This is an optimization exercise on Yosys and OpenROAD, whose aim is small area, a short achievable clock period and few clock cycles per item, not a production implementation. The RTL was checked by simulation tests, not by an equivalence proof against the original design. Power figures rest on the tool's default switching activity, not on a simulated workload.

==> flow/design.v, too long to show whole: its modules and the start of the top module <==
// module exu_alu_pfx: 75 lines
// module exu_alu_rglr: 108 lines
// module exu_alu_bjp: 12 lines
// module exu_alu_muldiv: 52 lines
// module exu_alu_mulstep: 761 lines
// module exu_alu: 50 lines
module exu_alu (
  input  wire logic                    i_clk,
  input  wire logic                    i_reset,
  input  wire logic                    i_valid,
  output logic                         o_ready,
  input  wire exu_alu_pkg::exu_issue_t i_issue,
  output logic                         o_cmt_valid,
  input  wire logic                    i_cmt_ready,
  output exu_alu_pkg::exu_cmt_t        o_cmt,
  output logic                         o_wbck_valid,
  input  wire logic                    i_wbck_ready,
  output exu_alu_pkg::exu_wbck_t       o_wbck
);
  // ...
==> flow/flow/run.sh <==
#!/bin/bash
# ORFS layout as the standard.sh runs it, with two changes:
#  - the ports are buffered with buf_1 instead of the cell buffer_ports picks;
#  - synthesis maps logic with a shorter ABC script (delay-aware mapping, no SOP balancing loop) (flow/abc_map.script),
#    the rest of synthesis is synth_recipe.tcl unchanged.
set -euo pipefail
here=$(pwd)
export BUFFER_PORTS_ARGS="-buffer_cell sky130_fd_sc_hd__buf_1"
export OWN_ABC_SCRIPT="$here/flow/abc_map.script"
{
  cat <<'TCL'
proc abc {args} {
  set i [lsearch $args -script]
  if {$i >= 0} { lset args [expr {$i + 1}] $::env(OWN_ABC_SCRIPT) }
  yosys abc {*}$args
}
TCL
  cat synth_recipe.tcl
} > own_synth.tcl
sed "s#SYNTH_SCRIPT=[^ ]*#SYNTH_SCRIPT=$here/own_synth.tcl#" standard.sh > own_standard.sh
bash own_standard.sh > orfs_make.log 2>&1
==> flow/flow/abc_map.script <==
&get -n
&st
&dch
&nf
&put
buffer -c
topo
stime -c
upsize -c
dnsize -c
==> flow/standard.sh <==
#!/bin/bash
# synth_recipe.tcl (not shown) runs the flow's synth.tcl, then flattens the netlist and writes it again
# the make line also repeats each setting of config.mk as NAME=value (left out here)
make -C /OpenROAD-flow-scripts/flow DESIGN_CONFIG=/design/flow/config.mk WORK_HOME=/design/flow/orfs CLKGATE_MAP_FILE= SYNTH_SCRIPT=/design/flow/synth_recipe.tcl "${@:-finish}"
==> flow/config.mk <==
export PLATFORM = sky130hd
export DESIGN_NAME = exu_alu
export DESIGN_NICKNAME = exu_alu
export VERILOG_FILES = /design/flow/design.v
export SDC_FILE = /design/flow/constraint.sdc
export NUM_CORES = 4
export LEC_CHECK = 0
export CAP_MARGIN = 20
export CORE_MARGIN = 2
export CORE_UTILIZATION = 40
export SETUP_SLACK_MARGIN = 3
export SLEW_MARGIN = 20
==> flow/constraint.sdc <==
create_clock -name core_clock -period 10.0 [get_ports {i_clk}]
set_input_delay 2.0000 -clock core_clock [delete_from_list [all_inputs] [get_ports {i_clk}]]
set_output_delay 2.0000 -clock core_clock [all_outputs]
set_load 0.01 [all_outputs]
==> metrics.md, run 1 <==
| Metric | Value |
|---|---|
| Post-Synth Adder-Cell Area | 14.7% |
| Post-synthesis simple-gate area fraction | 12.9% |
| Fraction of area in multi-input gates | 69.1% |
| Post-synthesis compound-gate area fraction | 20.8% |
| Pint | 1320 uW |
| Crit-path max FO | 6 |
| Switching power | 1160 uW |
| Pre-CTS setup slack | 1610 ps |
| Combinational gate power | 1560 uW |
| Status | complete, no violations |
| Netlist Area Pre-Place | 14100 um^2 |
| Vias in the first global route | 13800 |
| Seq_cells | 66 |
| DRC | 0 |
| WS Path Type | in -> out |
| Worst path bufs/invs | 4 |
| Non-clk invs | 81 |
| Fin Hold WS | 617 ps |
| Worst-Margin Slew | 1290 ps |
| DR pass1 iterations | 6 |
| Largest net degree at the start of global routing | 51 |
| CP endpoint | o_wbck[26] |
| R2R setup slack | 4590 ps |
| Die area | 36800 um^2 |
| Clk_buf instances | 9 |
| Biggest regs | u_muldiv.acc_s (32), u_muldiv.acc_c (31), u_muldiv.cnt (3) |
| Crit-path leading delay family | compound AO/OA/AOI/OAI gates |
| Area share of the largest cell type after synthesis | 13.4% |
| Htree depth | 3 |
| Ant diodes | 5 |
| Finished Cell Area | 17600 um^2 |
| Met2 wire len | 29.8 mm |
| Hpwl dp | 47.4 mm |
| #FFs+latches synth | 66 |
| Setup crit start | i_issue[3] |
| Well tap count | 455 |
| Met2 Use GR | 55.0% |
| Reg area | 1950 um^2 |
| Critical Path Sink Type | output port |
| Vias per inst | 6.36 |
| Share of layout cells above drive strength 1 | 21.3% |
| Sequential power | 617 uW |
| Register area share after synthesis | 13.8% |
| RSZ-0062 raised after global routing | true |
Testbench counts, summed over its fixed seeds: cycles 4,972, items 3,200.
==> inputs of run 2 (changes only) <==
==> flow/flow/abc_map.script (replaced) <==
&get -n
&st
&dch
&nf -a
&put
topo
stime -c
--- a/flow/config.mk
+++ b/flow/config.mk
@@ -10,3 +10,3 @@
 export CORE_UTILIZATION = 40
-export SETUP_SLACK_MARGIN = 3
+export SETUP_SLACK_MARGIN = 2.5
 export SLEW_MARGIN = 20
==> run 2 against run 1 <==
Critical path type unchanged. First-iteration DRC count decreased by 14%. Fmax down 4.0%. Clock-buffer cell count grew 1. Area after synthesis shrank 4.5%. Total power down 5.8%. Non-clock buffer count shrank 72. Clock skew hardly changed. Flip-flop and latch count did not move. Sequential power grew 0.8%. Setup slack worse by 300 ps. Cell count fell by 3.7%. Still clean. Highest routed layer is now met5. Sequential share of layout area increased by 1.1 points.
==> metrics.md, run 2 <==
| Metric | Value |
|---|---|
| Final period utilization | 73.7% |
| Most frequent cells in the layout | 205 x buf_1, 165 x mux2i_1, 144 x nand2_1, 139 x xnor2_1, 128 x a22oi_1 |
| Die span in x | 187 um |
| Switching power | 1080 uW (-6.4%) |
| Final hold vios | 0 |
| Part of the power in combinational logic | 60.2% |
| Htree depth | 3 (unchanged) |
| Total grt overflow | 0 |
| Placement Cell Area | 15100 um^2 |
| Finished Cell Area | 16000 um^2 (-8.8%) |
| Ant diodes | 0 (-5) |
| CTS clk-pin slew, worst paths | 50 ps |
| Pleak | 0.00597 uW |
| Seq pwr share | 26.6% |
| FF-to-FF End | u_muldiv.acc_s[31] |
| Drt wl/cell | 26.7 um |
| Net count, final | 2065 |
| Max VDD drop | 0.0902 mV |
| Most common cell after layout, fill and taps aside | buf_1 |
| RSZ-0062 raised after global routing | false |
| Total clock sinks | 66 |
| Synth top cells by count | 176 x mux2i_1, 145 x xnor2_1, 144 x nand2_1, 129 x nor2_1, 128 x a22oi_1 |
| Largest net degree at the start of global routing | 63 (+24%) |
| Worst Clk Skew | 5.42 ps |
| Top reg by flops | u_muldiv.acc_s |
| Worst Reg-to-Reg Cells | 19 |
| Worst skew pair latency | 340 ps |
| Fin Setup TNS | 0 ps |
| Max FFs per register | 32 |
| Port bufs | 211 |
| CTS tree | yes |
| Most frequent cell after synthesis | mux2i_1 |
| DRT antenna net count | 0 |
| Hold_sp | u_muldiv.cnt[0] |
| RR Startpoint | u_muldiv.cnt[0] |
| Netlist Area Pre-Place | 13500 um^2 (-4.5%) |
| WS Path Type | in -> out |
| Vias in the first global route | 13600 (-1.8%) |
| Synth cell types | 62 |
| Initial antenna violation count | 2 |
| FMAX | 136 MHz |
| Number of fillers in the final layout | 3367 |
| Hold endpoint | u_muldiv.cnt[0] |
| Cells after Synth | 1567 |
| Post-synth EDFFs | 63 |
| Setup ws final | 2630 ps |
| Routed metal-1 wirelength | 25.4 mm |
| GPL Wtd Cong | 1.00 |
| R2R setup slack | 4290 ps (-300 ps) |
| Asr flop ratio synth | 0% |
| Critical path required time | 8000 ps |
| Syn Area/Cell | 8.59 um^2 |
| Max-slew violation count | 0 |
| Hpwl dp | 47.2 mm (-0.52%) |
| Ys Warns | 9 |
| CORE AREA | 33400 um^2 |
| Share of layout cells above drive strength 1 | 9.64% (-12 points) |
| Area share of the largest cell type after synthesis | 14.0% (+0.64 points) |
| Final Setup Violations | 0 |
| Rel. slew slack | 31.6% |
| Pre-CTS setup slack | 1240 ps (-377 ps) |
| Clk buf depth | 2 |
| Met2 wire len | 27.6 mm (-7.3%) |
| #FFs+latches synth | 66 (unchanged) |
| Vias post-DR | 14100 |
| Type of the most critical hold path | reg -> reg |
| Crit path arrival time | 5370 ps |
| Status | complete, no violations |
| Crit-path max FO | 17 (+11) |
| Hold-fix buffers, CTS | 0 |
| Syn_nets | 1821 |
| Largest area contributor in the netlist | edfxtp_1 |
| Crit path launch type | input port |
| Pwr dens | 146 nW/um^2 |
| Met3 Wirelength | 5.09 mm |
| Pint | 1250 uW (-5.2%) |
| # rows | 67 |
| Sw frac | 46.4% |
| Highest routed layer | met5 |
| Iter 0 DRT Violations | 1563 |
| Synth top area cells | edfxtp_1 14%, fa_1 14%, mux2i_1 13% |
| Register area share after synthesis | 14.5% (+0.66 points) |
| Clk pwr share | 13.2% |
| Max cap viols | 0 |
| Fin crit period | 7370 ps |
| Final core utilization | 48.0% |
| Critical Path Sink Type | output port |
| Die area | 35200 um^2 (-4.5%) |
| DR pass1 iterations | 6 (unchanged) |
| DRC | 0 (unchanged) |
| Worst-Margin Slew | 1030 ps (-261 ps) |
| Initial Util | 40.4% |
| I/O pin count | 223 |
| Die height | 187 um |
| Most used DFF post-synth | edfxtp_1 |
| P&R area growth vs syn | 19.0% |
| Gr usage total | 33.5% |
| Vias per inst | 6.23 (-2.1%) |
| WL final | 60.5 mm |
| Hold Path Depth | 2 |
| Root buf cell | clkbuf_16 |
| First-pass GRT wire length | 88.3 mm |
| Biggest regs | u_muldiv.acc_s (32), u_muldiv.acc_c (31), u_muldiv.cnt (3) |
| CTS buffer count | 9 |
-- run 2: worst max path at each step --
stage,startpoint,to,slack [ps],depth (start not counted)
final,i_issue[1],o_wbck[26],2630,16
after global placement,i_issue[92],u_muldiv.acc_s[31],1390,22
after floorplan,u_muldiv.cnt[2],o_wbck[26],-2050,12
after global routing,i_issue[103],u_muldiv.acc_s[31],2490,22
after detailed placement,i_issue[92],u_muldiv.acc_s[31],1240,21
after CTS,i_issue[92],u_muldiv.acc_s[31],2510,21
-- run 2: per-layer routing --
layer | vias up | global-route usage (%)
met5 | - | 0
li1 | 6246 | -
met4 | 2 | 11.8
met2 | 828 | 54.9
met3 | 116 | 4.60
met1 | 6901 | 45.2
-- run 2: cell families after synthesis --
kind of cell / count (synthesis) / synth area share (%)
simple gates: 402 / 13.5
buf+inv: 121 / 4.49
compound gates: 438 / 21.7
xor+xnor: 214 / 14.0
flops: 66 / 14.5
other cells: 1 / 0.0278
fa+ha+maj: 109 / 15.3
mux: 216 / 16.4
-- run 2: what timing repair did --
action,CTS,global route
endpoints found under the setup margin,81,61
gates cloned,2,1
gates resized for setup,41,59
setup buffers,8,13
pin swaps,4,5
-- run 2: worst max-delay path, stage by stage --
cell      delay [ps]
buf_2            260
nand3b_1         180
buf_4            200
buf_4            300
mux2i_1          140
mux2i_1          390
mux2i_2          170
and2_0           210
a211o_1          280
o211ai_1         100
o21ai_0          260
nor2_1           300
nor2_1            80
o311ai_0         130
a31o_1           190
buf_1            150
-- run 2: through the flow --
stage          hold WS (ps)  instances  power [uW]
5_1_grt                 635       2263        2500
3_5_place_dp            605       2224        1950
6_report                618       2263        2340
2_1_floorplan           538       1567        1490
4_1_cts                 614       2249        2280
3_3_place_gp            603       2223        1920
-- run 2: final cells by class --
type                    count  area, um^2  area share [%]
clock buffers              10         229            1.43
flip-flops and latches     66        1960            12.2
well taps                 448         561            3.50
repair buffers            270        1340            8.39
inverters                  81         325            2.03
multi-input cells        1383       11600            72.2
clock inverters             5        46.3           0.289
-- run 2: power by group through the flow --
stage	clock, uW	combinational, uW	sequential [uW]
global placement	0	1300	619
finish	308	1410	622
floorplan	0	952	535
CTS	309	1360	613
detailed placement	0	1330	620
global route	319	1560	627
==> inputs of run 3 (changes only) <==
==> flow/flow/abc_map.script (replaced) <==
&get -n
&st
&dch
&nf
&put
buffer -c
topo
stime -c
upsize -c
dnsize -c
--- a/flow/config.mk
+++ b/flow/config.mk
@@ -10,2 +10,3 @@
 export CORE_UTILIZATION = 40
+export GPL_ROUTABILITY_DRIVEN = 0
 export SETUP_SLACK_MARGIN = 2.5
==> run 3 against run 2 <==
Still clean. Utilization fell by 2.4 points. Global-route usage fell by 2.4 points. Cell count rose by 0.13%. Critical endpoint is now o_cmt[1]. Largest power group unchanged.
==> metrics.md, run 3 <==
| Metric | Value |
|---|---|
| Seq pwr share | 24.9% (-1.7 points) |
| Part of the power in combinational logic | 58.5% (-1.7 points) |
| Pleak | 0.00631 uW (+5.6%) |
| Most used DFF post-synth | edfxtp_1 |
| Root buf cell | clkbuf_16 |
| First-pass GRT wire length | 84.8 mm (-4.0%) |
| Ys Warns | 9 (unchanged) |
| Top reg by flops | u_muldiv.acc_s |
| Most frequent cell after synthesis | mux2i_1 |
| Rel. slew slack | 28.6% (-3.1 points) |
| Hpwl dp | 45.5 mm (-3.4%) |
| Area share of the largest cell type after synthesis | 13.4% (-0.64 points) |
| Vias in the first global route | 13200 (-3.0%) |
| Biggest regs | u_muldiv.acc_s (32), u_muldiv.acc_c (31), u_muldiv.cnt (3) |
| CTS clk-pin slew, worst paths | 60 ps (about the same) |
| Critical Path Sink Type | output port |
| Hold-fix buffers, CTS | 0 (unchanged) |
| Netlist Area Pre-Place | 14100 um^2 (+4.8%) |
| Fin Hold WS | 589 ps (-29.2 ps) |
| Fin crit period | 7470 ps (+101 ps) |
| CTS buffer count | 9 (unchanged) |
| Post-Synth Adder-Cell Area | 14.7% (-0.70 points) |
| #FFs+latches synth | 66 (unchanged) |
| Final core utilization | 45.7% (-2.4 points) |
| Mux cell area share after synthesis | 15.9% (-0.54 points) |
| Switching power | 1100 uW (+1.4%) |
| Pwr dens | 154 nW/um^2 (+5.8%) |
| I/O pin count | 223 (unchanged) |
| DRT antenna net count | 0 (unchanged) |
| Vias per inst | 6.28 (+0.89%) |
| Worst skew pair latency | 350 ps (about the same) |
| Die span in x | 192 um (+2.3%) |
| WS Path Type | in -> out |
| Critical path required time | 8000 ps (about the same) |
| Worst-Margin Slew | 1070 ps (+41.8 ps) |
| Status | complete, no violations |
| Number of fillers in the final layout | 3462 (+2.8%) |
| DR pass1 iterations | 8 (+2) |
| Htree depth | 3 (unchanged) |
| Largest net degree at the start of global routing | 58 (-7.9%) |
| Vias post-DR | 14200 (+1.0%) |
| DRC | 0 (unchanged) |
| Synth top area cells | edfxtp_1 13%, fa_1 13%, mux2i_1 12% |
| Synth cell types | 77 (+24%) |
| Largest family of logic cells by synthesized area | compound AO/OA/AOI/OAI gates |
| Share of layout cells above drive strength 1 | 9.97% (+0.32 points) |
| Max FFs per register | 32 (unchanged) |
| Clk buf depth | 2 (unchanged) |
| P&R area growth vs syn | 12.1% |
| CORE AREA | 34600 um^2 (+3.8%) |
| Die area | 36800 um^2 (+4.7%) |
| Port bufs | 211 (unchanged) |
| Crit path arrival time | 5470 ps (+100 ps) |
| Type of the most critical hold path | reg -> reg |
| # rows | 68 (+1.5%) |
| Crit path launch type | input port |
| Post-Synth XOR/XNOR Area | 13.4% (-0.64 points) |
| Pint | 1340 uW (+6.9%) |
| Total grt overflow | 0 (unchanged) |
| Cells after Synth | 1706 (+8.9%) |
| Post-synth EDFFs | 63 (unchanged) |
| Max VDD drop | 0.0947 mV (+4.9%) |
| Asr flop ratio synth | 0% (unchanged) |
| Initial Util | 40.7% (+0.38 points) |
| Final period utilization | 74.7% (+1.0 points) |
| Synth top cells by count | 174 x mux2i_1, 145 x xnor2_1, 144 x nand2_1, 128 x nor2_1, 127 x a22oi_1 |
| Sw frac | 45.1% (-1.3 points) |
| FMAX | 134 MHz (-1.3%) |
| Gr usage total | 31.1% (-2.4 points) |
| Worst Clk Skew | 11.0 ps (+5.62 ps) |
| Register area share after synthesis | 13.8% (-0.66 points) |
| Final hold vios | 0 (unchanged) |
| Most common cell after layout, fill and taps aside | buf_1 |
| CTS tree | yes |
| Crit-path max FO | 17 (unchanged) |
| Post-synthesis compound-gate area fraction | 20.8% (-0.90 points) |
| Largest area contributor in the netlist | edfxtp_1 |
| Net count, final | 2055 (-0.48%) |
| Most frequent cells in the layout | 202 x buf_1, 166 x mux2i_1, 144 x nand2_1, 138 x xnor2_1, 127 x a22oi_1 |
| Fin Setup TNS | 0 ps (unchanged) |
| Syn_nets | 1960 (+7.6%) |
| Total clock sinks | 66 (unchanged) |
| Initial antenna violation count | 7 (+5) |
| Final Setup Violations | 0 (unchanged) |
| Max-slew violation count | 0 (unchanged) |
| Die height | 192 um (+2.3%) |
| Syn Area/Cell | 8.27 um^2 (-3.8%) |
| Max cap viols | 0 (unchanged) |
| WL final | 58.7 mm (-2.9%) |
| Iter 0 DRT Violations | 1987 (+27%) |
| RSZ-0062 raised after global routing | true |
| Clk pwr share | 16.6% (+3.4 points) |
| Drt wl/cell | 25.9 um (-3.0%) |
| Post-synthesis simple-gate area fraction | 12.9% (-0.60 points) |
-- run 3: power groups by stage --
| stage | clock network [uW] | logic [uW] | registers, uW |
|---|---|---|---|
| 2_1_floorplan | 0 | 935 | 535 |
| 3_3_place_gp | 0 | 1330 | 603 |
| 3_5_place_dp | 0 | 1350 | 604 |
| 4_1_cts | 406 | 1370 | 598 |
| 5_1_grt | 417 | 1570 | 613 |
| 6_report | 405 | 1430 | 608 |
-- run 3: through the flow --
step                      worst slack [ps]  area, um^2  std cells  power (uW)
after floorplan                       2900       14100       1706        1470
after global placement                1910       15000       2231        1930
after detailed placement              1780       15000       2231        1960
after CTS                             2490       15500       2252        2370
after global routing                  2410       15800       2266        2600
final                                 2530       15800       2266        2440
-- run 3: metal layers --
metal  global-route usage [%]  wire length [um]
met2                     49.6             26500
met5                        0                23
met4                     16.2              3150
met3                     6.85              6550
met1                     39.4             22500
-- run 3: timing repair --
action,in CTS,in global routing
cloned,1,1
buffers inserted,4,8
gates resized for setup,21,54
pin swaps,1,8
endpoints found under the setup margin,72,60
-- run 3: layout make-up --
class / count / area [um^2] / share of cell area (%)
multi-input combinational: 1381 / 11300 / 71.6
sequential: 66 / 1950 / 12.3
timing repair buffer: 262 / 1270 / 8.05
tap: 455 / 569 / 3.60
inverter: 81 / 312 / 1.97
clock buffer: 10 / 229 / 1.45
clock inverter: 6 / 138 / 0.871
antenna: 5 / 12.5 / 0.0791
-- run 3: worst max-delay path: stages --
cell and delay [ps]:
buf_8 190, buf_12 200, mux2i_1 590, o211ai_1 160
o21ai_0 130, or2_2 220, and2_0 540, and3_1 270
nand4b_1 290, o211ai_1 360, nand3_1 120, o211a_1 230
buf_1 130
-- run 3: worst paths after layout --
path / cells after the start / slack (ps) / startpoint / to
setup / recovery: 13 / 2530 / i_issue[3] / o_cmt[1]
hold / removal: 2 / 590 / u_muldiv.cnt[1] / u_muldiv.cnt[1]
setup reg to reg: 17 / 4210 / u_muldiv.cnt[2] / u_muldiv.acc_s[31]
hold reg to reg: 2 / 590 / u_muldiv.cnt[1] / u_muldiv.cnt[1]
-- run 3: cell families after synthesis --
kind of cell | count (synthesis)
AOI/OAI and AO/OA | 438
and+or+nand+nor | 402
buffers and inverters | 260
muxes | 216
xor gates and xnor gates | 214
adders and majority gates | 109
DFF | 66
other | 1
==> inputs of run 4 (changes only) <==
--- a/flow/config.mk
+++ b/flow/config.mk
@@ -10,3 +10,2 @@
 export CORE_UTILIZATION = 40
-export GPL_ROUTABILITY_DRIVEN = 0
 export SETUP_SLACK_MARGIN = 2.5
==> run 4 against run 3 <==
Sequential share of layout area barely moved. Utilization fell by 0.065 points. Clock-buffer cell count fell by 1. Synthesized cell count did not move. Highest routed layer is now met4. First-iteration DRC count fell by 32%. Total power fell by 1.1%. Hold slack improved by 5.4 ps. Die area did not move.
==> metrics.md, run 4 <==
| Metric | Value |
|---|---|
| Asr flop ratio synth | 0% (unchanged) |
| Fin crit period | 7440 ps (-26.5 ps) |
| Root buf cell | clkbuf_16 |
| Largest family of logic cells by synthesized area | compound AO/OA/AOI/OAI gates |
| Seq pwr share | 25.8% (+0.9 points) |
| R2R setup slack | 4180 ps (-30 ps) |
| Initial Util | 40.7% (unchanged) |
| Most common cell after layout, fill and taps aside | buf_1 |
| Max FFs per register | 32 (unchanged) |
| Iter 0 DRT Violations | 1354 (-32%) |
| Worst Reg-to-Reg Cells | 17 (unchanged) |
| Most frequent cells in the layout | 203 x buf_1, 166 x mux2i_1, 144 x nand2_1, 138 x xnor2_1, 127 x a22oi_1 |
| Type of the most critical hold path | reg -> reg |
| WS Path Type | in -> out |
| P&R area growth vs syn | 11.9% |
| Worst-Margin Slew | 1170 ps (+103 ps) |
| Worst Clk Skew | 7.71 ps (-3.32 ps) |
| Total grt overflow | 0 (unchanged) |
| Final period utilization | 74.4% (-0.27 points) |
| Netlist Area Pre-Place | 14100 um^2 (unchanged) |
| Sw frac | 46.1% (+1.0 points) |
| Net count, final | 2053 (-0.097%) |
| Area share of the largest cell type after synthesis | 13.4% (unchanged) |
| Max cap viols | 0 (unchanged) |
| Syn_nets | 1960 (unchanged) |
| Hpwl dp | 48.3 mm (+6.0%) |
| Most used DFF post-synth | edfxtp_1 |
| CTS clk-pin slew, worst paths | 60 ps (about the same) |
| Reg area | 1950 um^2 (unchanged) |
| Post-Synth XOR/XNOR Area | 13.4% (unchanged) |
| Drt wl/cell | 27.3 um (+5.5%) |
| Hold-fix buffers, CTS | 0 (unchanged) |
| CORE AREA | 34600 um^2 (unchanged) |
| Initial antenna violation count | 3 (-4) |
| WL final | 61.9 mm (+5.3%) |
| Total clock sinks | 66 (unchanged) |
| Fin Setup TNS | 0 ps (unchanged) |
| Mux cell area share after synthesis | 15.9% (unchanged) |
| Pwr dens | 153 nW/um^2 (-0.99%) |
| Crit path launch type | input port |
| Setup crit start | i_issue[3] |
| Hold_sp | u_muldiv.cnt[1] |
| RSZ-0062 raised after global routing | true |
| Footprint of the multi-input gates | 11300 um^2 (+0.12%) |
| Vias post-DR | 14100 (-0.95%) |
| Max-slew violation count | 0 (unchanged) |
| CTS buffer count | 9 (unchanged) |
| Cells after Synth | 1706 (unchanged) |
| Biggest regs | u_muldiv.acc_s (32), u_muldiv.acc_c (31), u_muldiv.cnt (3) |
| Hold Path Depth | 2 (unchanged) |
| Die area | 36800 um^2 (unchanged) |
| Hold endpoint | u_muldiv.cnt[1] |
| Vias per inst | 6.23 (-0.77%) |
| I/O pin count | 223 (unchanged) |
| Crit path arrival time | 5440 ps (-30 ps) |
| DR pass1 iterations | 8 (unchanged) |
| Part of the power in combinational logic | 58.1% (-0.4 points) |
| Top reg by flops | u_muldiv.acc_s |
| DRC | 0 (unchanged) |
| Post-synthesis compound-gate area fraction | 20.8% (unchanged) |
| FMAX | 134 MHz (+0.36%) |
| Synth cell types | 77 (unchanged) |
| Port bufs | 211 (unchanged) |
| Rel. slew slack | 21.7% (-6.9 points) |
| Vias in the first global route | 13400 (+1.6%) |
| Critical path required time | 8000 ps (about the same) |
| Htree depth | 3 (unchanged) |
| Number of fillers in the final layout | 3510 (+1.4%) |
| First-pass GRT wire length | 89.5 mm (+5.6%) |
| Crit-path max FO | 19 (+2) |
| RR Startpoint | u_muldiv.cnt[2] |
| Ys Warns | 9 (unchanged) |
| Switching power | 1110 uW (+1.1%) |
| Clk buf depth | 2 (unchanged) |
| Post-synth EDFFs | 63 (unchanged) |
| Most frequent cell after synthesis | mux2i_1 |
| Synth top area cells | edfxtp_1 13%, fa_1 13%, mux2i_1 12% |
| Clk pwr share | 16.1% (-0.5 points) |
| Final hold vios | 0 (unchanged) |
| Post-Synth Adder-Cell Area | 14.7% (unchanged) |
| GPL Wtd Cong | 0.968 |
| Pint | 1300 uW (-2.9%) |
| Max VDD drop | 0.107 mV (+13%) |
| Fin Hold WS | 595 ps (+5.40 ps) |
| Largest area contributor in the netlist | edfxtp_1 |
| Worst skew pair latency | 360 ps (about the same) |
| Critical Path Sink Type | output port |
| DRT antenna net count | 0 (unchanged) |
| #FFs+latches synth | 66 (unchanged) |
| CTS tree | yes |
| Largest net degree at the start of global routing | 53 (-8.6%) |
| Die span in x | 192 um (unchanged) |
| Status | complete, no violations |
| Final Setup Violations | 0 (unchanged) |
| Gr usage total | 33.2% (+2.1 points) |
| Pleak | 0.00628 uW (-0.44%) |
| Synth top cells by count | 174 x mux2i_1, 145 x xnor2_1, 144 x nand2_1, 128 x nor2_1, 127 x a22oi_1 |
| Register area share after synthesis | 13.8% (unchanged) |
| Syn Area/Cell | 8.27 um^2 (unchanged) |
| # rows | 68 (unchanged) |
| FF-to-FF End | u_muldiv.acc_s[31] |
| Post-synthesis simple-gate area fraction | 12.9% (unchanged) |
| Die height | 192 um (unchanged) |
| Share of layout cells above drive strength 1 | 9.92% (-0.044 points) |
run 4: cell counts after synthesis:
No cell type changed its count.
run 4: layout make-up:
type	count	area share [%]
Multi-Input combinational cell	1381	71.8
Sequential cell	66	12.4
Timing Repair Buffer	260	8.01
Tap cell	455	3.61
Inverter	81	1.97
Clock buffer	9	1.43
Clock inverter	7	0.745
Antenna cell	3	0.0476
run 4: how the worst max path moves through the flow:
stage | endpoint | slack, ps | cells past startpoint
3_3_place_gp | u_muldiv.acc_s[31] | 1800 | 20
5_1_grt | o_wbck[5] | 2470 | 14
4_1_cts | o_wbck[34] | 2530 | 15
2_1_floorplan | o_wbck[36] | 2900 | 14
3_5_place_dp | u_muldiv.acc_s[19] | 1720 | 19
6_report | o_wbck[34] | 2560 | 15
run 4: cell families after synthesis:
family,count (synthesis)
compound gates,438
xor+xnor,214
fa+ha+maj,109
buf+inv,260
flops,66
mux,216
other cells,1
simple gates,402
run 4: critical path: stages:
cell and delay, ps:
clkbuf_8 190, buf_12 200, mux2_2 390, mux2i_1 190, xnor2_1 220, xor2_1 410
nand2_1 150, nor2_2 190, nand2_1 100, o211a_2 360, o31a_1 310, nor2b_1 160
nor3_1 60, o31ai_1 290, buf_1 190
run 4: layer usage:
layer	wire length, um	global-route usage [%]	part of all wire, %
met5	0	0	0
met4	2590	13.2	4.2
met3	5500	5.54	8.9
met2	28600	54.9	46
met1	25100	43.1	41
run 4: metrics by stage:
| step | power (uW) | worst slack (ps) | area, um^2 | util, % | cells |
|---|---|---|---|---|---|
| 2_1_floorplan | 1470 | 2900 | 14100 | - | 1706 |
| 3_3_place_gp | 1920 | 1800 | 14900 | 43.2 | 2227 |
| 3_5_place_dp | 1950 | 1720 | 14900 | 43.2 | 2227 |
| 4_1_cts | 2360 | 2530 | 15500 | 44.7 | 2249 |
| 5_1_grt | 2570 | 2470 | 15800 | 45.6 | 2261 |
| 6_report | 2410 | 2560 | 15800 | 45.6 | 2262 |
run 4: power by group through the flow:
stage / Clock (uW) / Sequential (uW) / Combinational, uW
final: 387 / 623 / 1400
after global routing: 398 / 624 / 1540
after CTS: 388 / 614 / 1360
after detailed placement: 0 / 621 / 1330
after global placement: 0 / 620 / 1300
after floorplan: 0 / 535 / 935
run 4: timing repair:
action | in CTS | in global routing
endpoints found under the setup margin | 74 | 65
pin swaps | 0 | 4
gates resized for setup | 34 | 47
setup buffers | 5 | 9
cloned | 1 | 1
==> inputs of run 5 (changes only) <==
--- a/flow/config.mk
+++ b/flow/config.mk
@@ -12 +12,2 @@
 export SLEW_MARGIN = 20
+export TNS_END_PERCENT = 10
==> run 5 against run 4 <==
Still clean on timing, DRC and antenna. Sequential share of layout area grew 0.081 points. Combinational power about the same. Hold slack better by 3.2 ps. Global-route usage fell by 0.24 points. Clock skew about the same. Clock-buffer cell count stayed put. Total power fell by 0.65%. Register-to-register slack worse by 70 ps. Wire length fell by 0.63%. Cell count down 0.31%. Highest routed layer unchanged.
==> metrics.md, run 5 <==
| Metric | Value |
|---|---|
| CTS buffer count | 9 (unchanged) |
| Max cap viols | 0 (unchanged) |
| Worst skew pair latency | 350 ps (about the same) |
| Most used DFF post-synth | edfxtp_1 |
| Net count, final | 2047 (-0.29%) |
| CTS tree | yes |
| Fin Setup TNS | 0 ps (unchanged) |
| FMAX | 134 MHz (-0.46%) |
| Die height | 192 um (unchanged) |
| Finished Cell Area | 15700 um^2 (-0.65%) |
| Critical path required time | 8000 ps (about the same) |
| First-pass GRT wire length | 88.9 mm (-0.67%) |
| Most frequent cells in the layout | 206 x buf_1, 167 x mux2i_1, 144 x nand2_1, 138 x xnor2_1, 127 x a22oi_1 |
| Vias post-DR | 14000 (-0.65%) |
| Cells after Synth | 1706 (unchanged) |
| WS Path Type | reg -> out |
| Asr flop ratio synth | 0% (unchanged) |
| Synth top area cells | edfxtp_1 13%, fa_1 13%, mux2i_1 12% |
| Crit-path max FO | 35 (+16) |
| Die area | 36800 um^2 (unchanged) |
| #FFs+latches synth | 66 (unchanged) |
| CTS clk-pin slew, worst paths | 60 ps (about the same) |
| Crit path launch type | flip-flop |
| Max FFs per register | 32 (unchanged) |
| Htree depth | 3 (unchanged) |
| DR pass1 iterations | 7 (-1) |
| Drt wl/cell | 27.3 um (-0.33%) |
| Type of the most critical hold path | reg -> reg |
| Area share of the largest cell type after synthesis | 13.4% (unchanged) |
| Worst Clk Skew | 7.62 ps (-0.0938 ps) |
| CORE AREA | 34600 um^2 (unchanged) |
| I/O pin count | 223 (unchanged) |
| Synth cell types | 77 (unchanged) |
| GPL Wtd Cong | 0.968 (unchanged) |
| Pleak | 0.00624 uW (-0.69%) |
| # rows | 68 (unchanged) |
| RSZ-0062 raised after global routing | true |
| Vias in the first global route | 13400 (-0.13%) |
| Total clock sinks | 66 (unchanged) |
| Gr usage total | 33.0% (-0.24 points) |
| Iter 0 DRT Violations | 1342 (-0.89%) |
| Final hold vios | 0 (unchanged) |
| GR peak layer | met2 |
| Netlist Area Pre-Place | 14100 um^2 (unchanged) |
| Register area share after synthesis | 13.8% (unchanged) |
| Die span in x | 192 um (unchanged) |
| GR Layer Usage met1 | 43.0% (-0.14 points) |
| Most common cell after layout, fill and taps aside | buf_1 |
| Fin crit period | 7480 ps (+34.7 ps) |
| Met2 Use GR | 54.2% (-0.68 points) |
| M3 GR Usage | 5.37% (-0.16 points) |
| Synth top cells by count | 174 x mux2i_1, 145 x xnor2_1, 144 x nand2_1, 128 x nor2_1, 127 x a22oi_1 |
| Status | complete, no violations |
| Placement Cell Area | 14900 um^2 (unchanged) |
| Biggest regs | u_muldiv.acc_s (32), u_muldiv.acc_c (31), u_muldiv.cnt (3) |
| Root buf cell | clkbuf_16 |
| DRC | 0 (unchanged) |
| Total grt overflow | 0 (unchanged) |
| Pwr dens | 153 nW/um^2 (about the same) |
| Syn_nets | 1960 (unchanged) |
| Syn Area/Cell | 8.27 um^2 (unchanged) |
| Rel. slew slack | 25.6% (+3.9 points) |
| Max VDD drop | 0.105 mV (-1.5%) |
| Initial antenna violation count | 2 (-1) |
| WL final | 61.5 mm (-0.63%) |
| Max-slew violation count | 0 (unchanged) |
| Largest net degree at the start of global routing | 53 (unchanged) |
| Critical Path Sink Type | output port |
| DRT antenna net count | 0 (unchanged) |
| Clk buf depth | 2 (unchanged) |
| Port bufs | 211 (unchanged) |
| Ys Warns | 9 (unchanged) |
| P&R area growth vs syn | 11.2% |
| Initial Util | 40.7% (unchanged) |
| Crit path arrival time | 5480 ps (+40 ps) |
| Top reg by flops | u_muldiv.acc_s |
| Final Setup Violations | 0 (unchanged) |
| Worst-Margin Slew | 1110 ps (-58.3 ps) |
| Most frequent cell after synthesis | mux2i_1 |
| Vias per inst | 6.21 (-0.34%) |
| Post-synth EDFFs | 63 (unchanged) |
| Hpwl dp | 48.3 mm (unchanged) |
| Largest area contributor in the netlist | edfxtp_1 |
| Final period utilization | 74.8% (+0.35 points) |
| Share of layout cells above drive strength 1 | 9.18% (-0.75 points) |
==> run 5: per-stage QoR <==
step / power (uW) / std cells / hold slack [ps] / setup slack [ps] / util, %
after floorplan: 1470 / 1706 / 499 / 2900 / -
after global placement: 1920 / 2227 / 565 / 1800 / 43.2
after CTS: 2350 / 2245 / 594 / 2340 / 44.5
after detailed placement: 1950 / 2227 / 583 / 1720 / 43.2
final: 2400 / 2255 / 598 / 2520 / 45.3
after global routing: 2550 / 2254 / 626 / 2420 / 45.3
==> run 5: per-layer routing <==
metal	wire (um)	vias up
met1	24800	6846
met2	28200	786
li1	-	6232
met4	2780	0
met3	5660	146
met5	0	-
==> run 5: area by class of cell <==
class                      instances  area (um^2)
timing repair buffer             255         1210
clock buffer                       9          225
sequential                        66         1950
multi-input combinational       1380        11300
fill                            3536        18900
inverter                          81          312
clock inverter                     7          118
antenna                            2         5.00
tap                              455          569
==> run 5: kinds of logic (layout without fill, tap and decap cells) <==
| kind of cell | Yosys count | after routing | synth area share [%] |
|---|---|---|---|
| flip-flops | 66 | 66 | 13.8 |
| XOR/XNOR | 214 | 214 | 13.4 |
| AND/OR/NAND/NOR | 402 | 402 | 12.9 |
| adder cells (fa/ha/maj) | 109 | 109 | 14.7 |
| buffers and inverters | 260 | 352 | 8.52 |
| AO/OA/AOI/OAI | 438 | 438 | 20.8 |
| other | 1 | 3 | 0.0266 |
| multiplexers | 216 | 216 | 15.9 |
==> run 5: repair_timing <==
action,in CTS,in global routing
pin swaps,0,2
gates cloned,0,1
setup buffers,2,7
hold buffers,0,0
gates resized for setup,25,42
endpoints found under the setup margin,74,68
==> run 5: worst max-delay path: stages (launching register included) <==
cell,delay (ps)
dfxtp_1,780
nor3b_2,530
buf_4,660
mux2i_1,590
xnor2_1,190
xnor2_2,200
a21oi_2,250
o21ai_2,150
a21oi_2,370
o211ai_1,200
a21o_1,240
and2_1,200
or3_1,310
a31o_2,250
buf_1,120
==> run 5: path summary, 6_finish.rpt <==
path	from	endpoint	slack (ps)	depth (start not counted)
max	u_muldiv.cnt[2]	o_wbck[26]	2520	14
min	u_muldiv.cnt[1]	u_muldiv.cnt[1]	600	2
max reg2reg	u_muldiv.cnt[2]	u_muldiv.acc_s[13]	4110	16
min reg2reg	u_muldiv.cnt[1]	u_muldiv.cnt[1]	600	2
==> run 5: power by group <==
| part | total [uW] | internal (uW) | switching, uW |
|---|---|---|---|
| Sequential | 622 | 501 | 121 |
| Clock | 386 | 243 | 142 |
| Combinational | 1390 | 548 | 841 |
==> inputs of run 6 (changes only) <==
--- a/flow/config.mk
+++ b/flow/config.mk
@@ -10,4 +10,4 @@
 export CORE_UTILIZATION = 40
+export CTS_BUF_LIST = sky130_fd_sc_hd__clkbuf_4 sky130_fd_sc_hd__clkbuf_8
 export SETUP_SLACK_MARGIN = 2.5
 export SLEW_MARGIN = 20
-export TNS_END_PERCENT = 10
==> run 6 against run 5 <==
Still clean on timing, DRC and antenna. Clock power shrank 23%. Register-to-register slack lost 60 ps. Critical path depth is the same. Sequential power is essentially flat. Combinational power is essentially flat. First-iteration DRC count shrank 6.3%.
==> metrics.md, run 6 <==
| Metric | Value |
|---|---|
| Max cap viols | 0 (unchanged) |
| R2R setup slack | 4050 ps (-60 ps) |
| Drt wl/cell | 27.3 um (+0.15%) |
| Max incr delay on CP | 780 ps (about the same) |
| Post-synthesis simple-gate area fraction | 12.9% (unchanged) |
| FMAX | 133 MHz (-0.44%) |
| Critical path's slowest cell | dfxtp_1 |
| P&R area growth vs syn | 10.9% |
| Area share of the largest cell type after synthesis | 13.4% (unchanged) |
| Mux cell area share after synthesis | 15.9% (unchanged) |
| Pre-CTS setup slack | 1720 ps (unchanged) |
| Clk buf depth | 2 (unchanged) |
| Setup crit start | u_muldiv.cnt[2] |
| Syn_nets | 1960 (unchanged) |
| Type of the most critical hold path | reg -> reg |
| Total clock sinks | 66 (unchanged) |
| Largest net degree at the start of global routing | 53 (unchanged) |
| Final Setup Violations | 0 (unchanged) |
| Worst-Margin Slew | 1140 ps (+33.0 ps) |
| Top reg by flops | u_muldiv.acc_s |
| Die height | 192 um (unchanged) |
| Die area | 36800 um^2 (unchanged) |
| WL final | 61.7 mm (+0.42%) |
| Pleak | 0.00622 uW (-0.36%) |
| Largest family of logic cells by synthesized area | compound AO/OA/AOI/OAI gates |
| CP endpoint | o_wbck[34] |
| DRC | 0 (unchanged) |
| Crit-path max FO | 35 (unchanged) |
| Critical Path Sink Type | output port |
| Gr usage total | 33.1% (+0.12 points) |
| Most used DFF post-synth | edfxtp_1 |
| CTS clk-pin slew, worst paths | 90 ps (+30 ps) |
| Max-slew violation count | 0 (unchanged) |
| # rows | 68 (unchanged) |
| Most common cell after layout, fill and taps aside | buf_1 |
| Vias per inst | 6.18 (-0.45%) |
| Initial Util | 40.7% (unchanged) |
| Asr flop ratio synth | 0% (unchanged) |
| Rel. slew slack | 23.4% (-2.2 points) |
| Post-Synth Adder-Cell Area | 14.7% (unchanged) |
| Port bufs | 211 (unchanged) |
| Placement Cell Area | 14900 um^2 (unchanged) |
| Die span in x | 192 um (unchanged) |
| Worst skew pair latency | 380 ps (+30 ps) |
| Post-synth EDFFs | 63 (unchanged) |
| Initial antenna violation count | 4 (+2) |
| Max FFs per register | 32 (unchanged) |
| Synth top cells by count | 174 x mux2i_1, 145 x xnor2_1, 144 x nand2_1, 128 x nor2_1, 127 x a22oi_1 |
| Total grt overflow | 0 (unchanged) |
| Hpwl dp | 48.3 mm (unchanged) |
| Netlist Area Pre-Place | 14100 um^2 (unchanged) |
| Number of fillers in the final layout | 3522 (-0.40%) |
| Worst Reg-to-Reg Cells | 17 (+1) |
| Final period utilization | 75.1% (+0.33 points) |
| CTS tree | yes |
| DR pass1 iterations | 6 (-1) |
| Htree depth | 3 (unchanged) |
| Worst path bufs/invs | 2 (unchanged) |
| CTS buffer count | 9 (unchanged) |
| Synth cell types | 77 (unchanged) |
| Pwr dens | 148 nW/um^2 (-3.3%) |
| Register area share after synthesis | 13.8% (unchanged) |
| RSZ-0062 raised after global routing | true |
| CORE AREA | 34600 um^2 (unchanged) |
| RR Startpoint | u_muldiv.cnt[2] |
| Worst Clk Skew | 11.0 ps (+3.42 ps) |
| Most frequent cells in the layout | 203 x buf_1, 166 x mux2i_1, 144 x nand2_1, 139 x xnor2_1, 127 x a22oi_1 |
| I/O pin count | 223 (unchanged) |
| Crit-path leading delay family | compound AO/OA/AOI/OAI gates |
| GPL Wtd Cong | 0.968 (unchanged) |
| Hold-fix buffers, CTS | 0 (unchanged) |
| DRT antenna net count | 0 (unchanged) |
| Post-synthesis compound-gate area fraction | 20.8% (unchanged) |
| Largest area contributor in the netlist | edfxtp_1 |
| Crit path arrival time | 5510 ps (+30 ps) |
| Critical path required time | 8000 ps (about the same) |
| Vias post-DR | 14000 (-0.19%) |
| Synth top area cells | edfxtp_1 13%, fa_1 13%, mux2i_1 12% |
| Crit path launch type | flip-flop |
| #FFs+latches synth | 66 (unchanged) |
| Vias in the first global route | 13400 (+0.36%) |
| Post-Synth XOR/XNOR Area | 13.4% (unchanged) |
| Iter 0 DRT Violations | 1258 (-6.3%) |
| Fin Setup TNS | 0 ps (unchanged) |
| Final hold vios | 0 (unchanged) |
| Root buf cell | clkbuf_8 |
| Ys Warns | 9 (unchanged) |
| Cells after Synth | 1706 (unchanged) |
| Finished Cell Area | 15600 um^2 (-0.26%) |
| Most frequent cell after synthesis | mux2i_1 |
| Syn Area/Cell | 8.27 um^2 (unchanged) |
| FF-to-FF End | u_muldiv.acc_s[31] |
| Net count, final | 2051 (+0.20%) |
| Share of layout cells above drive strength 1 | 9.66% (+0.48 points) |
| Biggest regs | u_muldiv.acc_s (32), u_muldiv.acc_c (31), u_muldiv.cnt (3) |
| CP most frequent cell | xnor2_1 |
| Max VDD drop | 0.0970 mV (-7.7%) |
| Setup ws final | 2490 ps (-32.7 ps) |
| Power, Total | 2310 uW (-3.5%) |
| WP depth | 14 (unchanged) |
| Cells along the critical path | nor3b_2 -> buf_4 -> mux2i_1 -> xnor2_1 -> xnor2_1 -> a21oi_2 -> o21ai_2 -> a21oi_4 -> o211a_2 -> o31a_1 -> nor2b_1 -> nor3_1 -> o31ai_1 -> buf_1 |
| Fin crit period | 7510 ps (+32.7 ps) |
| First-pass GRT wire length | 89.3 mm (+0.40%) |
| Status | complete, no violations |
| WS Path Type | reg -> out |
[run 6: where the power goes]
part | switching [uW] | internal, uW | total (uW) | leakage [uW]
logic | 842 | 551 | 1390 | 0.00539
clock network | 130 | 165 | 296 | 0.000113
registers | 122 | 501 | 623 | 0.000716
[run 6: metal layers]
metal	vias up	global-route usage, %	wire (um)
met1	6799	42.9	24900
met3	139	6.08	5680
met4	0	12.9	2550
li1	6238	-	-
met5	-	0	0
met2	808	54.5	28600
[run 6: logic make-up after synthesis]
group / after synthesis
AND/OR/NAND/NOR: 402
XOR/XNOR: 214
adder cells (fa/ha/maj): 109
buffers and inverters: 260
flip-flops: 66
AO/OA/AOI/OAI: 438
other: 1
multiplexers: 216
[run 6: worst min path at each step]
stage | startpoint | to | slack (ps) | cells past startpoint
2_1_floorplan | u_muldiv.cnt[1] | u_muldiv.cnt[1] | 500 | 2
3_3_place_gp | u_muldiv.cnt[1] | u_muldiv.cnt[1] | 570 | 2
3_5_place_dp | u_muldiv.cnt[1] | u_muldiv.cnt[1] | 580 | 2
4_1_cts | u_muldiv.cnt[1] | u_muldiv.cnt[1] | 600 | 2
5_1_grt | u_muldiv.cnt[1] | u_muldiv.cnt[1] | 630 | 2
6_report | u_muldiv.cnt[1] | u_muldiv.cnt[1] | 590 | 2
[run 6: metrics by stage]
stage,hold WS (ps),instances,utilization (%)
final,591,2261,45.2
after global routing,630,2259,45.2
after CTS,597,2249,44.4
after detailed placement,583,2227,43.2
after global placement,565,2227,43.2
after floorplan,499,1706,-
[run 6: cell type report]
| cell class | instances | area [um^2] | area share (%) |
|---|---|---|---|
| multi-input combinational | 1381 | 11300 | 72.3 |
| sequential | 66 | 1950 | 12.5 |
| timing repair buffer | 258 | 1240 | 7.96 |
| tap | 455 | 569 | 3.64 |
| inverter | 81 | 312 | 1.99 |
| clock buffer | 9 | 124 | 0.792 |
| clock inverter | 7 | 118 | 0.752 |
| antenna | 4 | 10.0 | 0.0640 |
[run 6: repair_timing]
item / in CTS / in global routing
endpoints found under the setup margin: 73 / 63
pin swaps: 0 / 4
buffers inserted: 5 / 7
resized for setup: 34 / 40
cloned: 1 / 1
[run 6: worst reg2reg max path: stages, from the launching register on]
cell      delay, ps
dfxtp_1         780
or3_1           210
buf_4           460
mux2i_4         340
buf_4           260
nand2_1         140
a221o_1         360
clkbuf_8        280
and2_1          290
mux2_4          380
a22oi_1         200
xor2_1          230
fa_1            490
fa_1            430
xnor2_1         210
xnor2_1         160
xnor2_1         160
xnor3_1         330

## re-timing with driven ports
Ports are ideal in the flow. The routed layouts listed here were re-timed in OpenROAD.
Step 1 sets driving cells, clkbuf_16 on the clock port and buf_2 on the other inputs (assumed; they add their load-dependent delay and slew).
Step 2 times the ports against the registers' clock, not the clock port: input delays grow and output delays shrink by t, the midpoint of the rising clock arrivals with the driver on.
Slacks: ideal ports / drivers / drivers and shift; pairs: ideal ports / drivers.
run	t (ns)	setup slack, ns	hold slack, ns	clock arrival spread, ns
run 1	0.403	2.929 / 2.817 / 2.627	0.617 / 0.617 / 0.617	0.007 / 0.008
run 2	0.384	2.633 / 2.587 / 2.282	0.618 / 0.618 / 0.618	0.006 / 0.007
run 3	0.391	2.532 / 2.471 / 2.250	0.589 / 0.589 / 0.589	0.011 / 0.012
run 4	0.402	2.558 / 2.522 / 2.360	0.595 / 0.595 / 0.595	0.008 / 0.009
run 5	0.398	2.524 / 2.474 / 2.220	0.598 / 0.598 / 0.598	0.008 / 0.008
run 6	0.415	2.491 / 2.451 / 2.226	0.591 / 0.591 / 0.591	0.012 / 0.012
After both steps setup and hold are still met in every run listed. The setup slack of run 2, which loses most, moves by -0.046 ns with the drivers and by -0.351 ns with both steps.
